This is an optimization exercise on Yosys and OpenROAD, whose aim is small area, a short achievable clock period and few clock cycles, not a production implementation.
Where RTL was checked, it was by simulation tests only, not by an equivalence proof against the original.
For runs 1 to 3, only the layout was checked, not whether the RTL still works.
Power figures rest on the tool's default switching activity, not on a simulated workload.

==> design.v <==
package isa_pkg;
	localparam int PC_WIDTH       = 8;
	localparam int DATA_WIDTH     = 32;
	localparam int REG_ADDR_WIDTH = 5;
	localparam int SHAMT_WIDTH    = 5;
	localparam int IMM_WIDTH      = 16;
	localparam int INDEX_WIDTH    = 26;
	typedef logic [REG_ADDR_WIDTH-1:0] reg_addr_t;
	localparam reg_addr_t LINK_REG = 5'd31;
	typedef enum logic [3:0] {
		ALU_ADD, ALU_SUB, ALU_AND, ALU_OR, ALU_XOR, ALU_NOR,
		ALU_SLT, ALU_SLTU, ALU_SLL, ALU_SRL, ALU_SRA, ALU_LUI,
		ALU_FADD, ALU_FSUB, ALU_FMUL
	} alu_op_e;
	typedef enum logic {OP1_REG_S, OP1_REG_T} op1_src_e;
	typedef enum logic [1:0] {OP2_REG_T, OP2_SHAMT, OP2_IMM_SIGN, OP2_IMM_ZERO} op2_src_e;
	typedef enum logic [1:0] {DEST_RD, DEST_RT, DEST_LINK} dest_src_e;
	typedef enum logic [1:0] {BR_BEQ, BR_BNE, BR_JUMP, BR_NONE} branch_e;
	typedef struct packed {
		logic                                reg_write;
		logic [1:0]                          mem_to_reg;
		logic                                mem_write;
		logic                                mem_read;
		logic                                uart_to_reg;
		branch_e                    branch;
		logic [INDEX_WIDTH-1:0]     inst_index;
		logic [PC_WIDTH-1:0]        pc1;
	} pass_ctrl_t;
	typedef struct packed {
		pass_ctrl_t                          pass;
		logic                                is_fp;
		op1_src_e                   op1_src;
		op2_src_e                   op2_src;
		dest_src_e                  dest_src;
		alu_op_e                    alu_op;
		logic [DATA_WIDTH-1:0]      rs_val;
		logic [DATA_WIDTH-1:0]      rt_val;
		reg_addr_t                  rt;
		reg_addr_t                  rd;
		logic [SHAMT_WIDTH-1:0]     shamt;
		logic [IMM_WIDTH-1:0]       imm16;
		logic [PC_WIDTH-1:0]        pc;
	} issue_t;
	typedef struct packed {
		pass_ctrl_t                          pass;
		logic                                is_fp;
		logic [DATA_WIDTH-1:0]      result;
		logic [DATA_WIDTH-1:0]      store_data;
		reg_addr_t                  dest;
		logic [PC_WIDTH-1:0]        branch_target;
	} exec_result_t;
endpackage
module operand_select (
	input  isa_pkg::issue_t                   instr,
	output logic [isa_pkg::DATA_WIDTH-1:0]     op1,
	output logic [isa_pkg::DATA_WIDTH-1:0]     op2,
	output isa_pkg::reg_addr_t                 dest
);
	always_comb begin
		unique case (instr.op1_src)
			isa_pkg::OP1_REG_T: op1 = instr.rt_val;
			default:            op1 = instr.rs_val;
		endcase
	end
	always_comb begin
		unique case (instr.op2_src)
			isa_pkg::OP2_SHAMT:
				op2 = {{(isa_pkg::DATA_WIDTH - isa_pkg::SHAMT_WIDTH){1'b0}}, instr.shamt};
			isa_pkg::OP2_IMM_SIGN:
				op2 = {{(isa_pkg::DATA_WIDTH - isa_pkg::IMM_WIDTH){instr.imm16[isa_pkg::IMM_WIDTH-1]}},
					instr.imm16};
			isa_pkg::OP2_IMM_ZERO:
				op2 = {{(isa_pkg::DATA_WIDTH - isa_pkg::IMM_WIDTH){1'b0}}, instr.imm16};
			default:
				op2 = instr.rt_val;
		endcase
	end
	always_comb begin
		unique case (instr.dest_src)
			isa_pkg::DEST_RT:   dest = instr.rt;
			isa_pkg::DEST_LINK: dest = isa_pkg::LINK_REG;
			default:            dest = instr.rd;
		endcase
	end
endmodule
module alu (
	input  logic [3:0]                         op,
	input  logic [isa_pkg::DATA_WIDTH-1:0]     a,
	input  logic [isa_pkg::DATA_WIDTH-1:0]     b,
	output logic [isa_pkg::DATA_WIDTH-1:0]     y
);
	logic        do_sub;
	logic        cout;
	logic [31:0] sum;
	logic        lt_signed;
	logic        lt_unsigned;
	logic        left;
	logic        fill;
	logic [31:0] sh_in;
	logic [31:0] sh_out;
	logic [32:0] sh_wide;
	logic [31:0] sh_res;
	assign do_sub      = op[0] | op[1];
	assign {cout, sum} = {1'b0, a} + {1'b0, b ^ {32{do_sub}}} + {32'd0, do_sub};
	assign lt_unsigned = ~cout;
	assign lt_signed   = (a[31] ^ b[31]) ? a[31] : sum[31];
	function automatic logic [31:0] rev32(input logic [31:0] x);
		for (int i = 0; i < 32; i++) rev32[i] = x[31-i];
	endfunction
	assign left   = (op == isa_pkg::ALU_SLL);
	assign fill   = (op == isa_pkg::ALU_SRA) & a[31];
	assign sh_in  = left ? rev32(a) : a;
	assign sh_wide = $signed({fill, sh_in}) >>> b[4:0];
	assign sh_out  = sh_wide[31:0];
	assign sh_res = left ? rev32(sh_out) : sh_out;
	always_comb begin
		case (op)
			isa_pkg::ALU_AND:  y = a & b;
			isa_pkg::ALU_OR:   y = a | b;
			isa_pkg::ALU_XOR:  y = a ^ b;
			isa_pkg::ALU_NOR:  y = ~(a | b);
			isa_pkg::ALU_SLT:  y = {31'd0, lt_signed};
			isa_pkg::ALU_SLTU: y = {31'd0, lt_unsigned};
			isa_pkg::ALU_SLL,
			isa_pkg::ALU_SRL,
			isa_pkg::ALU_SRA:  y = sh_res;
			isa_pkg::ALU_LUI:  y = {b[15:0], 16'd0};
			default:           y = sum;
		endcase
	end
endmodule
module fpu (
	input  logic        CLK,
	input  logic [31:0] a,
	input  logic [31:0] b,
	input  logic        is_sub,
	input  logic [3:0]  mul_it,    
	output logic [31:0] add_y,     
	output logic [31:0] mul_y      
);
	function automatic logic [4:0] lzc24(input logic [23:0] x);
		lzc24 = 5'd24;
		for (int i = 0; i < 24; i++)
			if (x[i]) lzc24 = 23 - i;
	endfunction
	logic        sa, sb, sbe, eff_sub;
	logic [7:0]  ea, eb;
	logic [23:0] ma, mb;
	assign sa      = a[31];
	assign sb      = b[31];
	assign sbe     = sb ^ is_sub;
	assign eff_sub = sa ^ sbe;
	assign ea      = a[30:23];
	assign eb      = b[30:23];
	assign ma      = (ea == 8'd0) ? 24'd0 : {1'b1, a[22:0]};
	assign mb      = (eb == 8'd0) ? 24'd0 : {1'b1, b[22:0]};
	logic [8:0]  dab, dba;
	logic        ge_e;
	logic [7:0]  d;
	logic [23:0] sm, shifted;
	logic        gt, is_near;
	logic [23:0] nx, ny0, ny, near_diff;
	logic [23:0] r1_d;
	logic        sign_d;
	assign dab     = {1'b0, ea} - {1'b0, eb};
	assign dba     = {1'b0, eb} - {1'b0, ea};
	assign ge_e    = ~dab[8];
	assign d       = ge_e ? dab[7:0] : dba[7:0];
	assign sm      = ge_e ? mb : ma;
	assign shifted = (d[7:5] != 3'd0) ? 24'd0 : (sm >> d[4:0]);
	assign is_near = eff_sub & (d[7:1] == 7'd0);
	assign gt        = a[30:0] >= b[30:0];
	assign nx        = gt ? ma : mb;
	assign ny0       = gt ? mb : ma;
	assign ny        = d[0] ? {1'b0, ny0[23:1]} : ny0;
	assign near_diff = nx - ny;
	assign r1_d      = is_near ? near_diff : shifted;
	assign sign_d    = gt ? sa : sbe;
	logic [23:0] r1;
	logic        r1_ge, r1_near, r1_sign;
	always_ff @(posedge CLK) begin
		r1      <= r1_d;
		r1_ge   <= ge_e;
		r1_near <= is_near;
		r1_sign <= sign_d;
	end
	logic [23:0]       bg;
	logic [7:0]        be;
	logic [24:0]       far_sum;
	logic [22:0]       f_frac, n_frac, frac;
	logic signed [9:0] f_exp, n_exp, r_exp;
	logic              f_zero, n_zero, a_zero;
	logic [4:0]        lz;
	logic [23:0]       n_m;
	assign bg      = r1_ge ? ma : mb;
	assign be      = r1_ge ? ea : eb;
	assign far_sum = eff_sub ? ({1'b0, bg} - {1'b0, r1}) : ({1'b0, bg} + {1'b0, r1});
	always_comb begin
		if (far_sum[24]) begin
			f_frac = far_sum[23:1];
			f_exp  = $signed({2'b00, be}) + 10'sd1;
		end else if (far_sum[23]) begin
			f_frac = far_sum[22:0];
			f_exp  = $signed({2'b00, be});
		end else begin
			f_frac = {far_sum[21:0], 1'b0};
			f_exp  = $signed({2'b00, be}) - 10'sd1;
		end
	end
	assign f_zero = (far_sum[24:22] == 3'd0);
	assign lz     = lzc24(r1);
	assign n_m    = r1 << lz;
	assign n_frac = n_m[22:0];
	assign n_exp  = $signed({2'b00, be}) - $signed({5'd0, lz});
	assign n_zero = (r1 == 24'd0);
	assign frac   = r1_near ? n_frac : f_frac;
	assign r_exp  = r1_near ? n_exp : f_exp;
	assign a_zero = (r1_near ? n_zero : f_zero) || (r_exp < 10'sd1);
	assign add_y  = a_zero ? 32'd0 : {r1_sign, r_exp[7:0], frac};
	logic [23:0] ms, mc;
	logic [5:0]  ls, lc;
	logic [5:0]  chunk;
	logic        first;
	logic [23:0] s_in, c_in;
	logic [6:0]  lo_sum;
	logic        cin;
	assign first  = mul_it[0];
	assign chunk  = ({6{mul_it[0]}} & mb[5:0])   | ({6{mul_it[1]}} & mb[11:6]) |
	                ({6{mul_it[2]}} & mb[17:12]) | ({6{mul_it[3]}} & mb[23:18]);
	assign s_in   = first ? 24'd0 : ms;
	assign c_in   = first ? 24'd0 : mc;
	assign lo_sum = {1'b0, ls} + {1'b0, lc};
	assign cin    = ~first & lo_sum[6];
	logic [5:0][29:0] pp;
	logic [29:0] t_s1, t_c1, t_s2, t_c2, t_s3, t_c3, t_s4, t_c4, t_s5, t_c5, t_s6, t_c6;
	logic [29:0] acc_s, acc_c;
	logic [29:0] t_in, t_cn, t_ci;
	always_comb begin
		for (int i = 0; i < 6; i++)
			pp[i] = {6'd0, {24{chunk[i]}} & ma} << i;
	end
	assign t_in = {6'd0, s_in};
	assign t_cn = {6'd0, c_in};
	assign t_ci = {29'd0, cin};
	assign t_s1 = pp[0] ^ pp[1] ^ pp[2];
	assign t_c1 = {pp[0][28:0] & pp[1][28:0] | pp[0][28:0] & pp[2][28:0] | pp[1][28:0] & pp[2][28:0], 1'b0};
	assign t_s2 = pp[3] ^ pp[4] ^ pp[5];
	assign t_c2 = {pp[3][28:0] & pp[4][28:0] | pp[3][28:0] & pp[5][28:0] | pp[4][28:0] & pp[5][28:0], 1'b0};
	assign t_s3 = t_in ^ t_cn ^ t_ci;
	assign t_c3 = {t_in[28:0] & t_cn[28:0] | t_in[28:0] & t_ci[28:0] | t_cn[28:0] & t_ci[28:0], 1'b0};
	assign t_s4 = t_s1 ^ t_c1 ^ t_s2;
	assign t_c4 = {t_s1[28:0] & t_c1[28:0] | t_s1[28:0] & t_s2[28:0] | t_c1[28:0] & t_s2[28:0], 1'b0};
	assign t_s5 = t_c2 ^ t_s3 ^ t_c3;
	assign t_c5 = {t_c2[28:0] & t_s3[28:0] | t_c2[28:0] & t_c3[28:0] | t_s3[28:0] & t_c3[28:0], 1'b0};
	assign t_s6 = t_s4 ^ t_c4 ^ t_s5;
	assign t_c6 = {t_s4[28:0] & t_c4[28:0] | t_s4[28:0] & t_s5[28:0] | t_c4[28:0] & t_s5[28:0], 1'b0};
	assign acc_s = t_s6 ^ t_c6 ^ t_c5;
	assign acc_c = {t_s6[28:0] & t_c6[28:0] | t_s6[28:0] & t_c5[28:0] | t_c6[28:0] & t_c5[28:0], 1'b0};
	always_ff @(posedge CLK) begin
		ms <= acc_s[29:6];
		mc <= acc_c[29:6];
		ls <= acc_s[5:0];
		lc <= acc_c[5:0];
	end
	logic [23:0]       hi;
	logic              p23;
	logic signed [9:0] m_exp;
	logic [22:0]       m_frac;
	logic              m_zero;
	assign p23    = lo_sum[5];
	assign hi     = ms + mc + {23'd0, lo_sum[6]};
	assign m_exp  = $signed({2'b00, ea}) + $signed({2'b00, eb}) - 10'sd127 + $signed({9'd0, hi[23]});
	assign m_frac = hi[23] ? hi[22:0] : {hi[21:0], p23};
	assign m_zero = ~(hi[23] | hi[22]) || (m_exp < 10'sd1);
	assign mul_y  = m_zero ? 32'd0 : {sa ^ sb, m_exp[7:0], m_frac};
endmodule
module execution (
	input  logic                     CLK,
	input  logic                     reset,
	input  logic [154:0]             issue,
	input  logic                     issue_req,
	output logic                     issue_ack,
	output logic [119:0]             result,
	output logic                     result_valid
);
	isa_pkg::issue_t                  issue_in;
	assign issue_in = issue;
	logic [31:0]        a_in;
	logic [31:0]        b_in;
	isa_pkg::reg_addr_t dest_in;
	operand_select operand_select_inst (
		.instr (issue_in),
		.op1   (a_in),
		.op2   (b_in),
		.dest  (dest_in)
	);
	logic       ack_r;
	logic       valid_r;
	logic       v_int;       
	logic       v_add1;      
	logic       v_add2;      
	logic [4:0] v_mul;       
	logic       busy;
	logic       accept;
	logic       in_fp;
	logic       in_mul;
	assign busy   = v_add1 | (|v_mul[3:0]);
	assign accept = issue_req & ~ack_r & ~busy;
	assign in_fp  = issue_in.is_fp;
	assign in_mul = issue_in.alu_op[1];
	always_ff @(posedge CLK) begin
		if (reset) begin
			ack_r   <= 1'b0;
			valid_r <= 1'b0;
			v_int   <= 1'b0;
			v_add1  <= 1'b0;
			v_add2  <= 1'b0;
			v_mul   <= '0;
		end else begin
			ack_r   <= issue_req & (ack_r | ~busy);
			v_int   <= accept & ~in_fp;
			v_add1  <= accept & in_fp & ~in_mul;
			v_add2  <= v_add1;
			v_mul   <= {v_mul[3:0], accept & in_fp & in_mul};
			valid_r <= v_int | v_add2 | v_mul[4];
		end
	end
	assign issue_ack    = ack_r;
	assign result_valid = valid_r;
	isa_pkg::pass_ctrl_t cap_pass;
	logic                cap_fp;
	logic [3:0]          cap_op;
	logic [31:0]         cap_a;
	logic [31:0]         cap_b;
	logic [31:0]         cap_rt;
	isa_pkg::reg_addr_t  cap_dest;
	logic [7:0]          cap_imm8;
	always_ff @(posedge CLK) begin
		if (!busy) begin
			cap_pass <= issue_in.pass;
			cap_fp   <= issue_in.is_fp;
			cap_op   <= issue_in.alu_op;
			cap_a    <= a_in;
			cap_b    <= b_in;
			cap_rt   <= issue_in.rt_val;
			cap_dest <= dest_in;
			cap_imm8 <= issue_in.imm16[7:0];
		end
	end
	logic [31:0] alu_y;
	logic [31:0] add_y;
	logic [31:0] mul_y;
	alu alu_inst (
		.op (cap_op),
		.a  (cap_a),
		.b  (cap_b),
		.y  (alu_y)
	);
	fpu fpu_inst (
		.CLK    (CLK),
		.a      (cap_a),
		.b      (cap_b),
		.is_sub (cap_op[0]),
		.mul_it (v_mul[3:0]),
		.add_y  (add_y),
		.mul_y  (mul_y)
	);
	isa_pkg::exec_result_t result_r;
	always_ff @(posedge CLK) begin
		result_r.pass          <= cap_pass;
		result_r.is_fp         <= cap_fp;
		result_r.result        <= v_int ? alu_y : (v_add2 ? add_y : mul_y);
		result_r.store_data    <= cap_rt;
		result_r.dest          <= cap_dest;
		result_r.branch_target <= cap_pass.pc1 + cap_imm8;
	end
	assign result = result_r;
endmodule
==> run.sh <==
#!/bin/bash
# synth_recipe.tcl (not shown) runs the flow's synth.tcl, then flattens the netlist and writes it again
# the make line also repeats each setting of config.mk as NAME=value (left out here)
make -C /OpenROAD-flow-scripts/flow DESIGN_CONFIG=/design/flow/config.mk WORK_HOME=/design/flow/orfs CLKGATE_MAP_FILE= SYNTH_SCRIPT=/design/flow/synth_recipe.tcl finish
==> config.mk <==
export PLATFORM = sky130hd
export DESIGN_NAME = execution
export DESIGN_NICKNAME = execution
export VERILOG_FILES = /design/flow/design.v
export SDC_FILE = /design/flow/constraint.sdc
export NUM_CORES = 4
export LEC_CHECK = 0
export CAP_MARGIN = 20
export CORE_MARGIN = 2
export CORE_UTILIZATION = 40
export SLEW_MARGIN = 20
==> constraint.sdc <==
create_clock -name core_clock -period 10.0 [get_ports {CLK}]
set_input_delay 2.0000 -clock core_clock [delete_from_list [all_inputs] [get_ports {CLK}]]
set_output_delay 2.0000 -clock core_clock [all_outputs]
set_load 0.01 [all_outputs]
==> flow_summary.toml, run 1 <==
[power_and_ir_drop]
leakage_uw = 0.0169
seq_power_share_pct = 16.4
net-switching-power_uw = 6140
vdd.ir_drop.worst_mv = 0.338
power_share_of_the_clock_group_pct = 14.0
power_internal_uw = 5640
power_density_nw_per_um2 = 300
p_sw_share_pct = 52.1
combPwrFrac_pct = 69.6

[global_route]
grt_first_pass_wirelength_um = 185000
maximum_number_of_pins_on_one_net_before_global_route_repair = 159
first_global_vias = 28558
initial_antenna_violation_count = 2
global_route.overflow_total = 0
grt_util_all_layers_pct = 28.4

[timing]
fin_crit_ns = 7.39
fmax_ghz = 0.135
timing.setup.tns_ns = 0
finalClockSkew_ns = 0.0603
rsz0062_at_grt = "no"
report.final.slew_viol_count = 0
min_period_over_period_pct = 73.9
final-setup-viol-count = 0
worst-slew-pin-transition_ns = 1.18
holdWs_ns = 0.299
hold_viol_final = 0
worst_slew_margin_rel_pct = 19.4

[synthesis]
postSynthRegisterBits = 369
synth-edff-count = 156
share_of_synthesized_area_occupied_by_flip_flops_and_latches_pct = 26.5
ys_warn_count = 4
synth.net_count = 4349
dominantRegCellSynth = "sky130_fd_sc_hd__dfxtp_1"
yosys.area.top_type_share_pct = 13.9
async_reset_ff_share_pct = 0
synthesized_cell_area_um2 = 33800
synth.lib_cells_used.distinct = 92
synth_area_leader_cell = "sky130_fd_sc_hd__edfxtp_1"
post_synth_inst_count = 3779
netlist_top_cells_area = "sky130_fd_sc_hd__edfxtp_1 (14%), sky130_fd_sc_hd__dfxtp_1 (13%), sky130_fd_sc_hd__ha_1 (9.9%)"
mean_cell_area_of_the_mapped_netlist_um2 = 8.95

[placement]
placement_stage_cell_area_um2 = 37900
gpl.final_weighted_congestion = 1.02
io_buffer_count = 271
dpl.cell_count = 5056
final_hpwl_from_detailed_placement_um = 97700

[worst_setup_path]
cp_slowest_cell = "sky130_fd_sc_hd__a41o_2"
sort_of_element_at_the_end_of_the_critical_path = "register"
critPathRequiredTime_ns = 10.51
critPathMaxStageDelay_ns = 0.73
critPathLaunchType = "register"
timing.critical_path.arrival_ns = 7.90
critical_path_buf_inv_count = 3
crit_fanout = 43
timing.critical_path.mode_cell = "sky130_fd_sc_hd__a21oi_1"
largest_delay_contributor_family_on_the_critical_path = "compound AO/OA/AOI/OAI gates"
crit_type = "reg -> reg"

[cts]
cts_setup_buffers = 0
cts_max_path_buffers = 3
clkSlewWorstSetupHoldPaths_ns = 0.06
ctsRootBufferMaster = "sky130_fd_sc_hd__clkbuf_16"
post_cts_resize_count = 0
cts_sinks = 369
hold_buffers = 0
cts_tree = "built"
clock_tree.htree_level_count = 2
cts_buffers = 43
insertion_delay_ns = 0.64

[floorplanning]
floorplan.die.width_um = 295
chipHeight_um = 295
io_pins = 280
num_rows = 106
start_util_pct = 40.4
core_area_um2 = 83700
floorplan_die_area_um2 = 86900

[final_layout]
final_nets = 4537
final_cell_area_um2 = 39300
multi_input_comb_area_um2 = 22900
ff_latch_area_um2 = 8950
final-instance-count-excl-fill = 5135
antenna_cells_inserted = 0
layout.filler_cells = 8141
flow.area_growth_from_synthesis_pct = 16.3
post_route_cells_drive_above_1_share_pct = 8.60

[route]
routed_wirelength_um = 125000
detailedRoute.firstPassIterationCount = 6
detail_route.iter0.violations = 3003
top_layer_used = "met5"
routed_wire_length_per_instance_um = 24.4
met2_wirelength_um = 53500
detail_route.drc_violations = 0
vias = 29885
met3_length_um = 12400
met1Wirelength_um = 53600
ant_nets = 0
vias_cell = 5.82

[run]
drv.max_cap_violation_count = 0

[worst_hold_path]
hold_path.class = "reg -> reg"

[status]
status = "complete, no violations"
==> power by group through the flow <==
stage / Combinational, uW / Sequential (uW) / Clock (uW)
after floorplan: 5550 / 1910 / 0
after global placement: 7990 / 1960 / 0
after detailed placement: 8000 / 1970 / 0
after CTS: 8030 / 1930 / 1690
after global routing: 8790 / 1950 / 1750
final: 8190 / 1940 / 1650
==> kinds of logic after synthesis <==
logic type      synth area share (%)
flops                           26.5
buf+inv                         6.09
fa+ha+maj                       18.5
simple gates                    14.9
compound gates                  18.8
mux                             10.6
xor+xnor                        4.61
==> sequential cells by signal (all words and copies together), names as in the netlist, 4 cells and up <==
| name | cells |
|---|---|
| cap_b | 32 |
| v_mul | 5 |
| fpu_inst.lc | 4 |
| fpu_inst.r1 | 24 |
| cap_pass | 42 |
| fpu_inst.ls | 4 |
| cap_imm8 | 8 |
| fpu_inst.mc | 24 |
| cap_op | 4 |
| cap_a | 32 |
| cap_dest | 5 |
| result_r | 120 |
| fpu_inst.ms | 24 |
| cap_rt | 32 |
==> per-layer routing <==
metal | track usage (%) | up-vias
li1 | - | 13813
met1 | 38.8 | 14319
met2 | 42.9 | 1482
met3 | 6.70 | 267
met4 | 11.8 | 4
met5 | 0 | -
==> layout make-up <==
| type | count | share of cell area (%) |
|---|---|---|
| clock buffers | 56 | 3.04 |
| multi-input cells | 2877 | 58.2 |
| clock inverters | 23 | 0.684 |
| repair buffers | 366 | 8.73 |
| well taps | 1134 | 3.61 |
| inverters | 310 | 2.96 |
| flip-flops and latches | 369 | 22.8 |
==> final timing paths <==
path / startpoint / endpoint / cells past startpoint / slack (ns)
worst min-delay path: cap_rt[30] / result_r[43] / 0 / 0.30
worst max-delay path: cap_b[1] / fpu_inst.r1[22] / 27 / 2.61
worst max register to register: cap_b[1] / fpu_inst.r1[22] / 27 / 2.61
worst min register to register: cap_rt[30] / result_r[43] / 0 / 0.30
==> cell usage after synthesis, types with 28 or more instances <==
cell type / instances
sky130_fd_sc_hd__buf_1: 30
sky130_fd_sc_hd__nor2b_1: 71
sky130_fd_sc_hd__fa_1: 145
sky130_fd_sc_hd__mux2_2: 49
sky130_fd_sc_hd__and3_1: 28
sky130_fd_sc_hd__xor2_1: 52
sky130_fd_sc_hd__nand3_1: 58
sky130_fd_sc_hd__inv_1: 302
sky130_fd_sc_hd__a31oi_1: 39
sky130_fd_sc_hd__mux4_2: 58
sky130_fd_sc_hd__clkbuf_1: 167
sky130_fd_sc_hd__nand2_1: 345
sky130_fd_sc_hd__xnor2_1: 121
sky130_fd_sc_hd__dfxtp_1: 213
sky130_fd_sc_hd__a21o_1: 59
sky130_fd_sc_hd__o21a_1: 28
sky130_fd_sc_hd__mux2i_1: 174
sky130_fd_sc_hd__edfxtp_1: 156
sky130_fd_sc_hd__nor2_1: 226
sky130_fd_sc_hd__and2_1: 125
sky130_fd_sc_hd__nor3_1: 50
sky130_fd_sc_hd__nand2b_1: 38
sky130_fd_sc_hd__o21ai_0: 247
sky130_fd_sc_hd__o211ai_1: 39
sky130_fd_sc_hd__a221oi_1: 31
sky130_fd_sc_hd__a211oi_1: 37
sky130_fd_sc_hd__a21oi_1: 243
sky130_fd_sc_hd__ha_1: 267
==> stage by stage <==
stage	total power (uW)	setup slack, ns	utilization (%)
4_1_cts	11700	2.80	47.0
5_1_grt	12500	2.16	47.0
2_1_floorplan	7460	1.57	-
3_5_place_dp	9960	2.82	45.2
6_report	11800	2.61	47.0
3_3_place_gp	9960	2.85	45.2
==> worst register-to-register path, cell delays in order, from the launching register on <==
cell and delay [ns]:
sky130_fd_sc_hd__edfxtp_1 0.36, sky130_fd_sc_hd__buf_4 0.25, sky130_fd_sc_hd__inv_2 0.69, sky130_fd_sc_hd__ha_1 0.39, sky130_fd_sc_hd__a21oi_1 0.16, sky130_fd_sc_hd__o21bai_1 0.08, sky130_fd_sc_hd__a21oi_1 0.16, sky130_fd_sc_hd__o21ai_0 0.09
sky130_fd_sc_hd__a21oi_1 0.14, sky130_fd_sc_hd__o41ai_1 0.12, sky130_fd_sc_hd__a21oi_1 0.43, sky130_fd_sc_hd__a41o_2 0.73, sky130_fd_sc_hd__buf_4 0.39, sky130_fd_sc_hd__mux2i_1 0.32, sky130_fd_sc_hd__o21ai_0 0.13, sky130_fd_sc_hd__ha_1 0.25
sky130_fd_sc_hd__fa_1 0.47, sky130_fd_sc_hd__nor2b_1 0.12, sky130_fd_sc_hd__o21ai_0 0.10, sky130_fd_sc_hd__a21boi_0 0.28, sky130_fd_sc_hd__o211ai_1 0.16, sky130_fd_sc_hd__a31oi_1 0.35, sky130_fd_sc_hd__a21oi_1 0.16, sky130_fd_sc_hd__a21oi_1 0.25
sky130_fd_sc_hd__a31oi_1 0.15, sky130_fd_sc_hd__o21ai_0 0.22, sky130_fd_sc_hd__xor2_1 0.09, sky130_fd_sc_hd__a22o_1 0.25
==> cell usage in the layout, fill, tap and decap left out, drive strengths merged, types with 29 or more instances in the layout <==
cell type and instances:
a211oi 38, a21o 59, a21oi 244, a221oi 31, a31oi 39, and2 125, buf 96, clkbuf 56
clkdlybuf4s50 270, dfxtp 213, edfxtp 156, fa 145, ha 267, inv 313, mux2 49, mux2i 174
mux4 58, nand2 346, nand2b 38, nand3 59, nor2 227, nor2b 71, nor3 50, nor4 29
o211ai 41, o21ai 260, o221ai 39, xnor2 123, xor2 52
==> inputs of run 2 (changes only) <==
--- a/config.mk
+++ b/config.mk
@@ -5,7 +5,9 @@
 export SDC_FILE = /design/flow/constraint.sdc
 export NUM_CORES = 4
 export LEC_CHECK = 0
+export ABC_CLOCK_PERIOD_IN_PS = 3000
 export CAP_MARGIN = 20
 export CORE_MARGIN = 2
-export CORE_UTILIZATION = 40
+export CORE_UTILIZATION = 55
+export SETUP_SLACK_MARGIN = 5
 export SLEW_MARGIN = 20
==> flow_summary.toml, run 2 <==
[status]
status = "complete, no violations"

[route]
detail_route.iter0.violations = 4358
detailedRoute.firstPassIterationCount = 10
detail_route.drc_violations = 0
ant_nets = 0
routed_wire_length_per_instance_um = 26.6
vias = 32174
vias_cell = 6.52
routed_wirelength_um = 131000

[placement]
io_buffer_count = 271
gpl.final_weighted_congestion = 1.02
final_hpwl_from_detailed_placement_um = 95400

[synthesis]
async_reset_ff_share_pct = 0
synth_area_leader_cell = "sky130_fd_sc_hd__edfxtp_1"
synth.lib_cells_used.distinct = 92
yosys.cell_count.top_type = "sky130_fd_sc_hd__nand2_1"
mean_cell_area_of_the_mapped_netlist_um2 = 8.95
muxShareOfSynthArea_pct = 10.6
yosys.area.top_type_share_pct = 13.9
netlist_top_cells_area = "sky130_fd_sc_hd__edfxtp_1 (14%), sky130_fd_sc_hd__dfxtp_1 (13%), sky130_fd_sc_hd__ha_1 (9.9%)"
yosys.area_share.simple_pct = 14.9
synthAdderAreaFrac_pct = 18.5
dominantRegCellSynth = "sky130_fd_sc_hd__dfxtp_1"
share_of_synthesized_area_occupied_by_flip_flops_and_latches_pct = 26.5
synth.net_count = 4349
post_synth_inst_count = 3779
ys_top_cells_by_count = "sky130_fd_sc_hd__nand2_1 (345), sky130_fd_sc_hd__inv_1 (302), sky130_fd_sc_hd__ha_1 (267)"
postSynthRegisterBits = 369
ys_warn_count = 4
synth-edff-count = 156
synth-xor-area-share_pct = 4.61
synth_compound_area_share_pct = 18.8
combinational_family_with_the_most_area_after_synthesis = "compound AO/OA/AOI/OAI gates"
synthesized_cell_area_um2 = 33800

[worst_setup_path]
r2r.worst_path.cells = 23
timing.critical_path.arrival_ns = 5.87
worstSetupStartpoint = "cap_b[15]"
crit_type = "reg -> reg"
critPathRequiredTime_ns = 10.47
critPathLaunchType = "register"
sort_of_element_at_the_end_of_the_critical_path = "register"
critical_path_endpoint = "fpu_inst.r1[23]"
reg2reg_from = "cap_b[15]"
rrSetupSlack_ns = 4.60
crit_fanout = 7
critical_path.reg2reg.endpoint = "fpu_inst.r1[23]"

[global_route]
initial_antenna_violation_count = 3
global_route.overflow_total = 0
maximum_number_of_pins_on_one_net_before_global_route_repair = 82
grt_first_pass_wirelength_um = 191000
grt_util_all_layers_pct = 39.8
first_global_vias = 31096

[timing]
fin_crit_ns = 5.40
report.final.slew_viol_count = 0
fmax_ghz = 0.185
final-setup-viol-count = 0
worst_slew_margin_rel_pct = 14.2
min_period_over_period_pct = 54.0
timing.setup.tns_ns = 0
finalClockSkew_ns = 0.0345
hold_viol_final = 0
worst-slew-pin-transition_ns = 1.25
rsz0062_at_grt = "yes"

[floorplanning]
io_pins = 280
num_rows = 90
chipHeight_um = 252
core_area_um2 = 60600
floorplan.die.width_um = 252
start_util_pct = 55.8
floorplan_die_area_um2 = 63500

[cts]
cts_buffers = 39
clkSlewWorstSetupHoldPaths_ns = 0.06
ctsRootBufferMaster = "sky130_fd_sc_hd__clkbuf_16"
insertion_delay_ns = 0.59
cts_max_path_buffers = 3
clock_tree.htree_level_count = 2
cts_tree = "built"
cts_sinks = 369

[power_and_ir_drop]
seq_power_share_pct = 14.4
net-switching-power_uw = 6950
power_density_nw_per_um2 = 323
combPwrFrac_pct = 74.6
p_sw_share_pct = 51.7
vdd.ir_drop.worst_mv = 0.411
leakage_uw = 0.0180
power_internal_uw = 6490
total_power_uw = 13400
power_share_of_the_clock_group_pct = 11.0

[run]
drv.max_cap_violation_count = 0

[final_layout]
biggestRegsByFlops = "result_r (120), cap_pass (42)"
most-common-layout-cells = "sky130_fd_sc_hd__nand2_1 (342), sky130_fd_sc_hd__inv_1 (291), sky130_fd_sc_hd__clkdlybuf4s50_1 (269), sky130_fd_sc_hd__ha_1 (249), sky130_fd_sc_hd__o21ai_0 (222)"
largest_reg_flops = 120
post_route_cells_drive_above_1_share_pct = 16.2
top_register = "result_r"
layout.cells.most_common = "sky130_fd_sc_hd__nand2_1"
flow.area_growth_from_synthesis_pct = 23.1
final_nets = 4688
layout.filler_cells = 4667

[worst_hold_path]
hold_path.class = "reg -> reg"
## run 2: cell counts after synthesis
Identical to the previous run, type by type.
## run 2: cells by family after synthesis
group / count (synthesis)
buffers and inverters: 533
muxes: 281
AOI/OAI and AO/OA: 968
DFF: 369
adders and majority gates: 412
and+or+nand+nor: 1041
xor gates and xnor gates: 175
## run 2: stage by stage
step | cell area, um^2 | instances | worst slack [ns] | hold WS (ns) | utilization [%]
after floorplan | 34100 | 3779 | 4.98 | 0.323 | -
after global placement | 37400 | 4680 | 2.52 | 0.324 | 61.7
after detailed placement | 37400 | 4680 | 2.41 | 0.328 | 61.7
after CTS | 40600 | 4879 | 4.81 | 0.301 | 66.9
after global routing | 41600 | 4929 | 4.50 | 0.312 | 68.7
final | 41600 | 4932 | 4.60 | 0.306 | 68.7
## run 2: how the worst min path moves through the flow
stage,startpoint,end,depth (start not counted)
4_1_cts,cap_rt[26],result_r[39],0
3_3_place_gp,cap_pass[35],result_r[113],0
2_1_floorplan,cap_pass[22],result_r[100],0
3_5_place_dp,cap_pass[41],result_r[119],0
5_1_grt,cap_rt[26],result_r[39],0
6_report,cap_rt[26],result_r[39],0
## run 2: area by class of cell
class	count	area [um^2]	share of cell area, %
sequential	369	8960	21.5
clock inverter	21	208	0.499
timing repair inverter	3	22.5	0.0541
antenna	3	7.51	0.0180
inverter	310	1220	2.92
tap	782	978	2.35
multi-input combinational	2883	24200	58.2
timing repair buffer	512	4920	11.8
clock buffer	49	1090	2.61
## run 2: power groups by stage
stage	combinational (uW)	sequential, uW	clock (uW)
6_report	10000	1940	1480
5_1_grt	10500	1950	1550
4_1_cts	9060	1930	1500
3_5_place_dp	8090	1970	0
3_3_place_gp	7970	1960	0
2_1_floorplan	5620	1910	0
## run 2: critical path: stages (launching register included)
cell and delay (ns):
sky130_fd_sc_hd__edfxtp_1 0.69, sky130_fd_sc_hd__inv_1 0.20, sky130_fd_sc_hd__ha_1 0.35, sky130_fd_sc_hd__nor4_1 0.39, sky130_fd_sc_hd__a31oi_1 0.17, sky130_fd_sc_hd__a21oi_2 0.16
sky130_fd_sc_hd__buf_6 0.16, sky130_fd_sc_hd__a41o_4 0.31, sky130_fd_sc_hd__mux2i_4 0.28, sky130_fd_sc_hd__nor2_2 0.06, sky130_fd_sc_hd__or2_4 0.30, sky130_fd_sc_hd__ha_4 0.27
sky130_fd_sc_hd__nor2b_4 0.14, sky130_fd_sc_hd__o21ai_2 0.08, sky130_fd_sc_hd__a21boi_2 0.20, sky130_fd_sc_hd__nor4_2 0.05, sky130_fd_sc_hd__buf_4 0.15, sky130_fd_sc_hd__o31ai_4 0.28
sky130_fd_sc_hd__a21oi_2 0.12, sky130_fd_sc_hd__a21oi_2 0.25, sky130_fd_sc_hd__a31oi_4 0.15, sky130_fd_sc_hd__a21oi_2 0.20, sky130_fd_sc_hd__xnor2_2 0.10, sky130_fd_sc_hd__a22o_1 0.24
## run 2: timing repair
action	4_1_cts	5_1_grt
cloned	12	3
hold buffers	0	0
pin swaps	81	67
buffers inserted	117	47
resized for setup	182	137
endpoints found under the setup margin	107	66
## run 2: layer usage
layer	up-vias	part of all wire [%]	wire (um)	GRT usage, %
met5	-	0.037	48	0
met4	6	6.5	8560	21.0
met3	503	13	16400	11.4
met2	2131	43	56300	60.3
met1	15393	38	49700	51.8
li1	14141	-	-	-
==> inputs of run 3 (changes only) <==
--- a/config.mk
+++ b/config.mk
@@ -5,7 +5,7 @@
 export SDC_FILE = /design/flow/constraint.sdc
 export NUM_CORES = 4
 export LEC_CHECK = 0
-export ABC_CLOCK_PERIOD_IN_PS = 3000
+export ABC_CLOCK_PERIOD_IN_PS = 5000
 export CAP_MARGIN = 20
 export CORE_MARGIN = 2
 export CORE_UTILIZATION = 55
==> flow_summary.toml, run 3 <==
[status]
status = "complete, no violations"

[placement]
io_buffer_count = 271
gpl.final_weighted_congestion = 1.02
final_hpwl_from_detailed_placement_um = 95400

[final_layout]
flow.area_growth_from_synthesis_pct = 23.1
post_route_cells_drive_above_1_share_pct = 16.2
layout.cells.most_common = "sky130_fd_sc_hd__nand2_1"
biggestRegsByFlops = "result_r (120), cap_pass (42)"
final_nets = 4688
largest_reg_flops = 120
top_register = "result_r"
most-common-layout-cells = "sky130_fd_sc_hd__nand2_1 (342), sky130_fd_sc_hd__inv_1 (291), sky130_fd_sc_hd__clkdlybuf4s50_1 (269), sky130_fd_sc_hd__ha_1 (249), sky130_fd_sc_hd__o21ai_0 (222)"
layout.filler_cells = 4667

[route]
vias_cell = 6.52
ant_nets = 0
detail_route.drc_violations = 0
vias = 32174
detail_route.iter0.violations = 4358
routed_wirelength_um = 131000
detailedRoute.firstPassIterationCount = 10
routed_wire_length_per_instance_um = 26.6

[cts]
clkSlewWorstSetupHoldPaths_ns = 0.06
cts_max_path_buffers = 3
cts_buffers = 39
cts_sinks = 369
ctsRootBufferMaster = "sky130_fd_sc_hd__clkbuf_16"
insertion_delay_ns = 0.59
hold_buffers = 0
cts_tree = "built"
clock_tree.htree_level_count = 2

[synthesis]
yosys.cell_count.top_type = "sky130_fd_sc_hd__nand2_1"
yosys.area.top_type_share_pct = 13.9
dominantRegCellSynth = "sky130_fd_sc_hd__dfxtp_1"
ys_top_cells_by_count = "sky130_fd_sc_hd__nand2_1 (345), sky130_fd_sc_hd__inv_1 (302), sky130_fd_sc_hd__ha_1 (267)"
synthesized_cell_area_um2 = 33800
synth.net_count = 4349
netlist_top_cells_area = "sky130_fd_sc_hd__edfxtp_1 (14%), sky130_fd_sc_hd__dfxtp_1 (13%), sky130_fd_sc_hd__ha_1 (9.9%)"
postSynthRegisterBits = 369
synth.lib_cells_used.distinct = 92
mean_cell_area_of_the_mapped_netlist_um2 = 8.95
synth_area_leader_cell = "sky130_fd_sc_hd__edfxtp_1"
async_reset_ff_share_pct = 0
ys_warn_count = 4
share_of_synthesized_area_occupied_by_flip_flops_and_latches_pct = 26.5
synth-edff-count = 156
post_synth_inst_count = 3779

[worst_setup_path]
critical_path_endpoint = "fpu_inst.r1[23]"
timing.critical_path.arrival_ns = 5.87
worstSetupStartpoint = "cap_b[15]"
crit_type = "reg -> reg"
sort_of_element_at_the_end_of_the_critical_path = "register"
rrSetupSlack_ns = 4.60
crit_fanout = 7
critPathLaunchType = "register"
critical_path.reg2reg.endpoint = "fpu_inst.r1[23]"
r2r.worst_path.cells = 23
critPathRequiredTime_ns = 10.47
reg2reg_from = "cap_b[15]"

[worst_hold_path]
hold_path.class = "reg -> reg"
holdCritStartpoint = "cap_rt[26]"

[global_route]
grt_util_all_layers_pct = 39.8
grt_first_pass_wirelength_um = 191000
maximum_number_of_pins_on_one_net_before_global_route_repair = 82
initial_antenna_violation_count = 3
first_global_vias = 31096
global_route.overflow_total = 0

[timing]
min_period_over_period_pct = 54.0
timing.setup.tns_ns = 0
finalClockSkew_ns = 0.0345
report.final.slew_viol_count = 0
fmax_ghz = 0.185
hold_viol_final = 0
rsz0062_at_grt = "yes"
fin_crit_ns = 5.40
worst-slew-pin-transition_ns = 1.25
worst_slew_margin_rel_pct = 14.2
final-setup-viol-count = 0

[power_and_ir_drop]
power_density_nw_per_um2 = 323
leakage_uw = 0.0180
total_power_uw = 13400
vdd.ir_drop.worst_mv = 0.411

[floorplanning]
chipHeight_um = 252
io_pins = 280
floorplan.die.width_um = 252
num_rows = 90
floorplan_die_area_um2 = 63500
start_util_pct = 55.8
core_area_um2 = 60600

[run]
drv.max_cap_violation_count = 0
## run 3: critical path: stages (launching register included)
cell and delay, ns:
sky130_fd_sc_hd__edfxtp_1 0.69, sky130_fd_sc_hd__inv_1 0.20, sky130_fd_sc_hd__ha_1 0.35, sky130_fd_sc_hd__nor4_1 0.39, sky130_fd_sc_hd__a31oi_1 0.17, sky130_fd_sc_hd__a21oi_2 0.16
sky130_fd_sc_hd__buf_6 0.16, sky130_fd_sc_hd__a41o_4 0.31, sky130_fd_sc_hd__mux2i_4 0.28, sky130_fd_sc_hd__nor2_2 0.06, sky130_fd_sc_hd__or2_4 0.30, sky130_fd_sc_hd__ha_4 0.27
sky130_fd_sc_hd__nor2b_4 0.14, sky130_fd_sc_hd__o21ai_2 0.08, sky130_fd_sc_hd__a21boi_2 0.20, sky130_fd_sc_hd__nor4_2 0.05, sky130_fd_sc_hd__buf_4 0.15, sky130_fd_sc_hd__o31ai_4 0.28
sky130_fd_sc_hd__a21oi_2 0.12, sky130_fd_sc_hd__a21oi_2 0.25, sky130_fd_sc_hd__a31oi_4 0.15, sky130_fd_sc_hd__a21oi_2 0.20, sky130_fd_sc_hd__xnor2_2 0.10, sky130_fd_sc_hd__a22o_1 0.24
## run 3: how the worst min path moves through the flow
stage	endpoint	slack, ns	cells past startpoint
2_1_floorplan	result_r[100]	0.32	0
3_3_place_gp	result_r[113]	0.32	0
3_5_place_dp	result_r[119]	0.33	0
4_1_cts	result_r[39]	0.30	0
5_1_grt	result_r[39]	0.31	0
6_report	result_r[39]	0.31	0
## run 3: repair_timing
| action | in CTS | in global routing |
|---|---|---|
| cloned | 12 | 3 |
| endpoints found under the setup margin | 107 | 66 |
| pin swaps | 81 | 67 |
| buffers inserted | 117 | 47 |
| resized for setup | 182 | 137 |
## run 3: layout make-up
class                           count  area (um^2)  share of cell area (%)
Timing Repair Buffer              512         4920                    11.8
Sequential cell                   369         8960                    21.5
Multi-Input combinational cell   2883        24200                    58.2
Timing Repair inverter              3         22.5                  0.0541
Clock inverter                     21          208                   0.499
Antenna cell                        3         7.51                  0.0180
Clock buffer                       49         1090                    2.61
Tap cell                          782          978                    2.35
Inverter                          310         1220                    2.92
## run 3: layer usage
metal	vias up	track usage [%]	routed length, um
li1	14141	-	-
met1	15393	51.8	49700
met2	2131	60.3	56300
met3	503	11.4	16400
met4	6	21.0	8560
met5	-	0	48
## run 3: where the power goes
group	total [uW]	switching, uW	internal (uW)
registers	1940	175	1770
logic	10000	6150	3870
clock network	1480	623	854
total	13400	6950	6490
## run 3: cells by family (layout without fill, tap and decap cells)
group	Yosys count	in the layout	synth area share (%)
other	0	3	0
adder cells (fa/ha/maj)	412	412	18.5
buffers and inverters	533	895	6.09
multiplexers	281	281	10.6
AO/OA/AOI/OAI	968	971	18.8
flip-flops	369	369	26.5
XOR/XNOR	175	176	4.61
AND/OR/NAND/NOR	1041	1043	14.9
## run 3: stage by stage
| stage | setup slack [ns] | cell area (um^2) | hold slack, ns | instances | util [%] |
|---|---|---|---|---|---|
| 4_1_cts | 4.81 | 40600 | 0.301 | 4879 | 66.9 |
| 3_3_place_gp | 2.52 | 37400 | 0.324 | 4680 | 61.7 |
| 6_report | 4.60 | 41600 | 0.306 | 4932 | 68.7 |
| 3_5_place_dp | 2.41 | 37400 | 0.328 | 4680 | 61.7 |
| 2_1_floorplan | 4.98 | 34100 | 0.323 | 3779 | - |
| 5_1_grt | 4.50 | 41600 | 0.312 | 4929 | 68.7 |
==> inputs of run 4 (changes only) <==
--- a/design.v
+++ b/design.v
@@ -54,7 +54,9 @@
 	input  isa_pkg::issue_t                   instr,
 	output logic [isa_pkg::DATA_WIDTH-1:0]     op1,
 	output logic [isa_pkg::DATA_WIDTH-1:0]     op2,
-	output isa_pkg::reg_addr_t                 dest
+	output isa_pkg::reg_addr_t                 dest,
+	output logic                               exp_ge,    
+	output logic [7:0]                         exp_diff   
 );
 	always_comb begin
 		unique case (instr.op1_src)
@@ -82,6 +84,12 @@
 			default:            dest = instr.rd;
 		endcase
 	end
+	logic [8:0] dab;
+	logic [8:0] dba;
+	assign dab      = {1'b0, op1[30:23]} - {1'b0, op2[30:23]};
+	assign dba      = {1'b0, op2[30:23]} - {1'b0, op1[30:23]};
+	assign exp_ge   = ~dab[8];
+	assign exp_diff = exp_ge ? dab[7:0] : dba[7:0];
 endmodule
 module alu (
 	input  logic [3:0]                         op,
@@ -134,6 +142,9 @@
 	input  logic [31:0] a,
 	input  logic [31:0] b,
 	input  logic        is_sub,
+	input  logic        exp_ge,    
+	input  logic [7:0]  exp_diff,  
+	input  logic [5:0]  b_next,    
 	input  logic [3:0]  mul_it,    
 	output logic [31:0] add_y,     
 	output logic [31:0] mul_y      
@@ -154,33 +165,28 @@
 	assign eb      = b[30:23];
 	assign ma      = (ea == 8'd0) ? 24'd0 : {1'b1, a[22:0]};
 	assign mb      = (eb == 8'd0) ? 24'd0 : {1'b1, b[22:0]};
-	logic [8:0]  dab, dba;
-	logic        ge_e;
-	logic [7:0]  d;
 	logic [23:0] sm, shifted;
-	logic        gt, is_near;
-	logic [23:0] nx, ny0, ny, near_diff;
+	logic        is_near;
+	logic [23:0] ma1, mb1;
+	logic [24:0] x1, x2;
+	logic        sel_x1;
 	logic [23:0] r1_d;
 	logic        sign_d;
-	assign dab     = {1'b0, ea} - {1'b0, eb};
-	assign dba     = {1'b0, eb} - {1'b0, ea};
-	assign ge_e    = ~dab[8];
-	assign d       = ge_e ? dab[7:0] : dba[7:0];
-	assign sm      = ge_e ? mb : ma;
-	assign shifted = (d[7:5] != 3'd0) ? 24'd0 : (sm >> d[4:0]);
-	assign is_near = eff_sub & (d[7:1] == 7'd0);
-	assign gt        = a[30:0] >= b[30:0];
-	assign nx        = gt ? ma : mb;
-	assign ny0       = gt ? mb : ma;
-	assign ny        = d[0] ? {1'b0, ny0[23:1]} : ny0;
-	assign near_diff = nx - ny;
-	assign r1_d      = is_near ? near_diff : shifted;
-	assign sign_d    = gt ? sa : sbe;
+	assign sm      = exp_ge ? mb : ma;
+	assign shifted = (exp_diff[7:5] != 3'd0) ? 24'd0 : (sm >> exp_diff[4:0]);
+	assign is_near = eff_sub & (exp_diff[7:1] == 7'd0);
+	assign ma1     = exp_diff[0] ? {1'b0, ma[23:1]} : ma;
+	assign mb1     = exp_diff[0] ? {1'b0, mb[23:1]} : mb;
+	assign x1      = {1'b0, ma} - {1'b0, mb1};
+	assign x2      = {1'b0, mb} - {1'b0, ma1};
+	assign sel_x1  = exp_ge & (exp_diff[0] | ~x1[24]);
+	assign r1_d    = is_near ? (sel_x1 ? x1[23:0] : x2[23:0]) : shifted;
+	assign sign_d  = is_near ? (sel_x1 ? sa : sbe) : (exp_ge ? sa : sbe);
 	logic [23:0] r1;
 	logic        r1_ge, r1_near, r1_sign;
 	always_ff @(posedge CLK) begin
 		r1      <= r1_d;
-		r1_ge   <= ge_e;
+		r1_ge   <= exp_ge;
 		r1_near <= is_near;
 		r1_sign <= sign_d;
 	end
@@ -217,16 +223,23 @@
 	assign r_exp  = r1_near ? n_exp : f_exp;
 	assign a_zero = (r1_near ? n_zero : f_zero) || (r_exp < 10'sd1);
 	assign add_y  = a_zero ? 32'd0 : {r1_sign, r_exp[7:0], frac};
+	logic [23:0] ma_r, mb_r;
+	logic [5:0]  chunk;
 	logic [23:0] ms, mc;
 	logic [5:0]  ls, lc;
-	logic [5:0]  chunk;
 	logic        first;
 	logic [23:0] s_in, c_in;
 	logic [6:0]  lo_sum;
 	logic        cin;
+	assign ma_r = {1'b1, a[22:0]};
+	assign mb_r = {1'b1, b[22:0]};
+	always_ff @(posedge CLK) begin
+		if (mul_it[0])      chunk <= mb_r[11:6];
+		else if (mul_it[1]) chunk <= mb_r[17:12];
+		else if (mul_it[2]) chunk <= mb_r[23:18];
+		else                chunk <= b_next;
+	end
 	assign first  = mul_it[0];
-	assign chunk  = ({6{mul_it[0]}} & mb[5:0])   | ({6{mul_it[1]}} & mb[11:6]) |
-	                ({6{mul_it[2]}} & mb[17:12]) | ({6{mul_it[3]}} & mb[23:18]);
 	assign s_in   = first ? 24'd0 : ms;
 	assign c_in   = first ? 24'd0 : mc;
 	assign lo_sum = {1'b0, ls} + {1'b0, lc};
@@ -237,7 +250,7 @@
 	logic [29:0] t_in, t_cn, t_ci;
 	always_comb begin
 		for (int i = 0; i < 6; i++)
-			pp[i] = {6'd0, {24{chunk[i]}} & ma} << i;
+			pp[i] = {6'd0, {24{chunk[i]}} & ma_r} << i;
 	end
 	assign t_in = {6'd0, s_in};
 	assign t_cn = {6'd0, c_in};
@@ -271,7 +284,7 @@
 	assign hi     = ms + mc + {23'd0, lo_sum[6]};
 	assign m_exp  = $signed({2'b00, ea}) + $signed({2'b00, eb}) - 10'sd127 + $signed({9'd0, hi[23]});
 	assign m_frac = hi[23] ? hi[22:0] : {hi[21:0], p23};
-	assign m_zero = ~(hi[23] | hi[22]) || (m_exp < 10'sd1);
+	assign m_zero = (ea == 8'd0) || (eb == 8'd0) || (m_exp < 10'sd1);
 	assign mul_y  = m_zero ? 32'd0 : {sa ^ sb, m_exp[7:0], m_frac};
 endmodule
 module execution (
@@ -288,11 +301,15 @@
 	logic [31:0]        a_in;
 	logic [31:0]        b_in;
 	isa_pkg::reg_addr_t dest_in;
+	logic               ge_in;
+	logic [7:0]         diff_in;
 	operand_select operand_select_inst (
-		.instr (issue_in),
-		.op1   (a_in),
-		.op2   (b_in),
-		.dest  (dest_in)
+		.instr    (issue_in),
+		.op1      (a_in),
+		.op2      (b_in),
+		.dest     (dest_in),
+		.exp_ge   (ge_in),
+		.exp_diff (diff_in)
 	);
 	logic       ack_r;
 	logic       valid_r;
@@ -347,6 +364,12 @@
 			cap_imm8 <= issue_in.imm16[7:0];
 		end
 	end
+	logic       cap_ge;
+	logic [7:0] cap_diff;
+	always_ff @(posedge CLK) begin
+		cap_ge   <= ge_in;
+		cap_diff <= diff_in;
+	end
 	logic [31:0] alu_y;
 	logic [31:0] add_y;
 	logic [31:0] mul_y;
@@ -357,19 +380,23 @@
 		.y  (alu_y)
 	);
 	fpu fpu_inst (
-		.CLK    (CLK),
-		.a      (cap_a),
-		.b      (cap_b),
-		.is_sub (cap_op[0]),
-		.mul_it (v_mul[3:0]),
-		.add_y  (add_y),
-		.mul_y  (mul_y)
+		.CLK      (CLK),
+		.a        (cap_a),
+		.b        (cap_b),
+		.is_sub   (cap_op[0]),
+		.exp_ge   (cap_ge),
+		.exp_diff (cap_diff),
+		.b_next   (b_in[5:0]),
+		.mul_it   (v_mul[3:0]),
+		.add_y    (add_y),
+		.mul_y    (mul_y)
 	);
 	isa_pkg::exec_result_t result_r;
 	always_ff @(posedge CLK) begin
 		result_r.pass          <= cap_pass;
 		result_r.is_fp         <= cap_fp;
-		result_r.result        <= v_int ? alu_y : (v_add2 ? add_y : mul_y);
+		result_r.result        <= ({32{v_int}} & alu_y) | ({32{v_add2}} & add_y) |
+		                          ({32{v_mul[4]}} & mul_y);
 		result_r.store_data    <= cap_rt;
 		result_r.dest          <= cap_dest;
 		result_r.branch_target <= cap_pass.pc1 + cap_imm8;
--- a/config.mk
+++ b/config.mk
@@ -5,7 +5,7 @@
 export SDC_FILE = /design/flow/constraint.sdc
 export NUM_CORES = 4
 export LEC_CHECK = 0
-export ABC_CLOCK_PERIOD_IN_PS = 5000
+export ABC_CLOCK_PERIOD_IN_PS = 3000
 export CAP_MARGIN = 20
 export CORE_MARGIN = 2
 export CORE_UTILIZATION = 55
==> flow_summary.toml, run 4 <==
[synthesis]
mean_cell_area_of_the_mapped_netlist_um2 = 8.76
async_reset_ff_share_pct = 0
post_synth_inst_count = 3935
synthesized_cell_area_um2 = 34500
synth.lib_cells_used.distinct = 94
yosys.area.top_type_share_pct = 13.6
share_of_synthesized_area_occupied_by_flip_flops_and_latches_pct = 26.8
ys_warn_count = 4
synth_area_leader_cell = "sky130_fd_sc_hd__edfxtp_1"
ys_top_cells_by_count = "sky130_fd_sc_hd__nand2_1 (376), sky130_fd_sc_hd__inv_1 (332), sky130_fd_sc_hd__nor2_1 (278)"
synth-edff-count = 156
netlist_top_cells_area = "sky130_fd_sc_hd__edfxtp_1 (14%), sky130_fd_sc_hd__dfxtp_1 (13%), sky130_fd_sc_hd__ha_1 (9.7%)"
synth.net_count = 4507
postSynthRegisterBits = 384
dominantRegCellSynth = "sky130_fd_sc_hd__dfxtp_1"
yosys.cell_count.top_type = "sky130_fd_sc_hd__nand2_1"

[cts]
ctsRootBufferMaster = "sky130_fd_sc_hd__clkbuf_16"
cts_buffers = 43
cts_sinks = 384
insertion_delay_ns = 0.59
hold_buffers = 0
clkSlewWorstSetupHoldPaths_ns = 0.06
cts_max_path_buffers = 3
cts_tree = "built"
clock_tree.htree_level_count = 2

[global_route]
grt_first_pass_wirelength_um = 187000
grt_util_all_layers_pct = 38.6
initial_antenna_violation_count = 4
grt.met3_usage_pct = 8.86
met1_usage_pct = 50.6
grt_use_met2_pct = 58.9
first_global_vias = 30325
maximum_number_of_pins_on_one_net_before_global_route_repair = 155
global_route.overflow_total = 0
top_usage_layer = "met2"

[run]
drv.max_cap_violation_count = 0

[final_layout]
final_nets = 4859
final-instance-count-excl-fill = 5161
final_util_pct = 69.0
most-common-layout-cells = "sky130_fd_sc_hd__nand2_1 (363), sky130_fd_sc_hd__inv_1 (325), sky130_fd_sc_hd__clkdlybuf4s50_1 (268), sky130_fd_sc_hd__nor2_1 (266), sky130_fd_sc_hd__ha_1 (251)"
largest_reg_flops = 120
top_register = "result_r"
post_route_cells_drive_above_1_share_pct = 15.5
layout.cells.most_common = "sky130_fd_sc_hd__nand2_1"
flow.area_growth_from_synthesis_pct = 23.8
biggestRegsByFlops = "result_r (120), cap_pass (42)"
final_cell_area_um2 = 42700

[floorplanning]
floorplan.die.width_um = 254
io_pins = 280
num_rows = 91
core_area_um2 = 61800
chipHeight_um = 254
start_util_pct = 55.8
floorplan_die_area_um2 = 64700

[worst_setup_path]
reg2reg_from = "cap_a[23]"
r2r.worst_path.cells = 26
critPathLaunchType = "register"
worstSetupStartpoint = "cap_a[23]"
critPathRequiredTime_ns = 10.43
rrSetupSlack_ns = 4.74
crit_type = "reg -> reg"
sort_of_element_at_the_end_of_the_critical_path = "register"
crit_fanout = 12
critical_path.reg2reg.endpoint = "result_r[65]"
critical_path_endpoint = "result_r[65]"
timing.critical_path.arrival_ns = 5.69

[route]
routed_wire_length_per_instance_um = 25.3
detail_route.drc_violations = 0
detail_route.iter0.violations = 3895
vias_cell = 6.25
ant_nets = 0
detailedRoute.firstPassIterationCount = 8
vias = 32266
routed_wirelength_um = 131000

[timing]
finalClockSkew_ns = 0.0237
rsz0062_at_grt = "yes"
fmax_ghz = 0.190
min_period_over_period_pct = 52.6
worst_slew_margin_rel_pct = 23.7
final-setup-viol-count = 0
timing.setup.tns_ns = 0
report.final.slew_viol_count = 0
holdWs_ns = 0.334
worst-slew-pin-transition_ns = 1.12
fin_crit_ns = 5.26
hold_viol_final = 0

[worst_hold_path]
hold_depth = 0
hold_path.class = "reg -> reg"

[power_and_ir_drop]
vdd.ir_drop.worst_mv = 0.349
leakage_uw = 0.0186
power_density_nw_per_um2 = 314

[placement]
placement_stage_cell_area_um2 = 38000
dpl.cell_count = 4901
gpl.final_weighted_congestion = 1.05
io_buffer_count = 271
final_hpwl_from_detailed_placement_um = 94300

[status]
status = "complete, no violations"
[run 4: cell types whose count changed after synthesis, sizes merged, moves of 14 or more]
cell,delta
nand3,-14
dfxtp,+15
xnor2,+14
inv,+27
mux2,+18
nor2,+52
and3,-14
mux2i,+19
mux4,-25
nand2b,+17
o21a,+18
nand2,+34
nor4,-14
a21oi,+23
[run 4: metrics by stage]
| step | worst slack (ns) | total power (uW) |
|---|---|---|
| after floorplan | 5.01 | 7660 |
| after global routing | 4.44 | 14100 |
| after CTS | 4.93 | 12400 |
| after detailed placement | 3.18 | 10000 |
| final | 4.74 | 13400 |
| after global placement | 3.21 | 9950 |
[run 4: final cells by class]
class                           instances  area [um^2]
Fill cell                            5050        19200
Clock inverter                         19          215
Antenna cell                            3         7.51
Inverter                              338         1290
Multi-Input combinational cell       3010        24600
Clock buffer                           60         1200
Timing Repair Buffer                  510         5070
Sequential cell                       384         9270
Tap cell                              837         1050
[run 4: report_power, final]
group / switching, uW / internal [uW]
Sequential: 215 / 1920
Combinational: 5850 / 3790
Clock: 675 / 928
Total: 6740 / 6640
[run 4: worst min-delay path by stage]
| stage | from | end |
|---|---|---|
| after CTS | cap_pass[11] | result_r[89] |
| after detailed placement | cap_rt[8] | result_r[21] |
| after floorplan | cap_pass[22] | result_r[100] |
| after global placement | cap_pass[35] | result_r[113] |
| final | cap_pass[11] | result_r[89] |
| after global routing | cap_rt[0] | result_r[13] |
[run 4: logic make-up after synthesis]
logic type      after synthesis  synth area share [%]
fa+ha+maj                   414                  18.2
xor+xnor                    181                  4.60
simple gates               1106                  15.1
mux                         293                  9.95
compound gates             1009                  19.2
buf+inv                     548                  6.09
flops                       384                  26.8
[run 4: critical path, stage by stage (launching register included)]
cell and delay [ns]:
sky130_fd_sc_hd__edfxtp_1 0.40, sky130_fd_sc_hd__nor4_1 0.31, sky130_fd_sc_hd__and2_4 0.22, sky130_fd_sc_hd__buf_12 0.10
sky130_fd_sc_hd__clkinvlp_4 0.23, sky130_fd_sc_hd__buf_6 0.21, sky130_fd_sc_hd__buf_12 0.13, sky130_fd_sc_hd__nand2_1 0.08
sky130_fd_sc_hd__inv_1 0.06, sky130_fd_sc_hd__nand2_1 0.11, sky130_fd_sc_hd__o21ai_4 0.11, sky130_fd_sc_hd__ha_4 0.26
sky130_fd_sc_hd__a21o_1 0.16, sky130_fd_sc_hd__a21o_1 0.17, sky130_fd_sc_hd__a21o_1 0.19, sky130_fd_sc_hd__a31o_2 0.24
sky130_fd_sc_hd__a21oi_4 0.18, sky130_fd_sc_hd__inv_1 0.14, sky130_fd_sc_hd__nor2_4 0.16, sky130_fd_sc_hd__buf_6 0.18
sky130_fd_sc_hd__nand4_1 0.15, sky130_fd_sc_hd__a32o_2 0.36, sky130_fd_sc_hd__a211o_4 0.36, sky130_fd_sc_hd__o21ai_4 0.23
sky130_fd_sc_hd__buf_12 0.15, sky130_fd_sc_hd__buf_16 0.12, sky130_fd_sc_hd__o221ai_2 0.08
[run 4: per-layer routing]
layer  up-vias  share of wire (%)
li1      14608                  -
met1     15377                 39
met2      1841                 44
met3       438                 11
met4         2                6.6
met5         -             0.0099
[run 4: repair_timing]
item,in CTS,in global routing
pin swaps,57,86
gates cloned,13,7
setup endpoints to repair,65,62
buffers inserted,86,71
gates resized for setup,164,196
Testbench counts of run 4, summed over its fixed seeds: cycles 11,255.

## re-timing with driven ports
In the flow no input, the clock included, has a driving cell. The finished layouts below were timed again as built, in two steps. Step 1 assumes that a clkbuf_16 drives the clock port and a buf_2 every other input. Step 2 also shifts input and output timing later by t, the mid clock arrival at the registers, as if the neighbouring blocks saw the same clock. a / b / c = ideal ports / drivers / drivers and shift; a / b = the first two.
| run | shift t [ns] | setup slack, ns | clock arrival spread, ns |
|---|---|---|---|
| run 1 | 0.676 | 2.605 / 2.605 / 2.605 | 0.060 / 0.061 |
| run 2 | 0.641 | 4.604 / 4.604 / 4.604 | 0.039 / 0.039 |
| run 3 | 0.641 | 4.604 / 4.604 / 4.604 | 0.039 / 0.039 |
| run 4 | 0.640 | 4.737 / 4.737 / 4.496 | 0.023 / 0.024 |
After both steps every run listed still meets setup and hold. For run 4, which loses most, drivers alone change the setup slack by 0.000 ns; drivers and shift together by -0.241 ns.
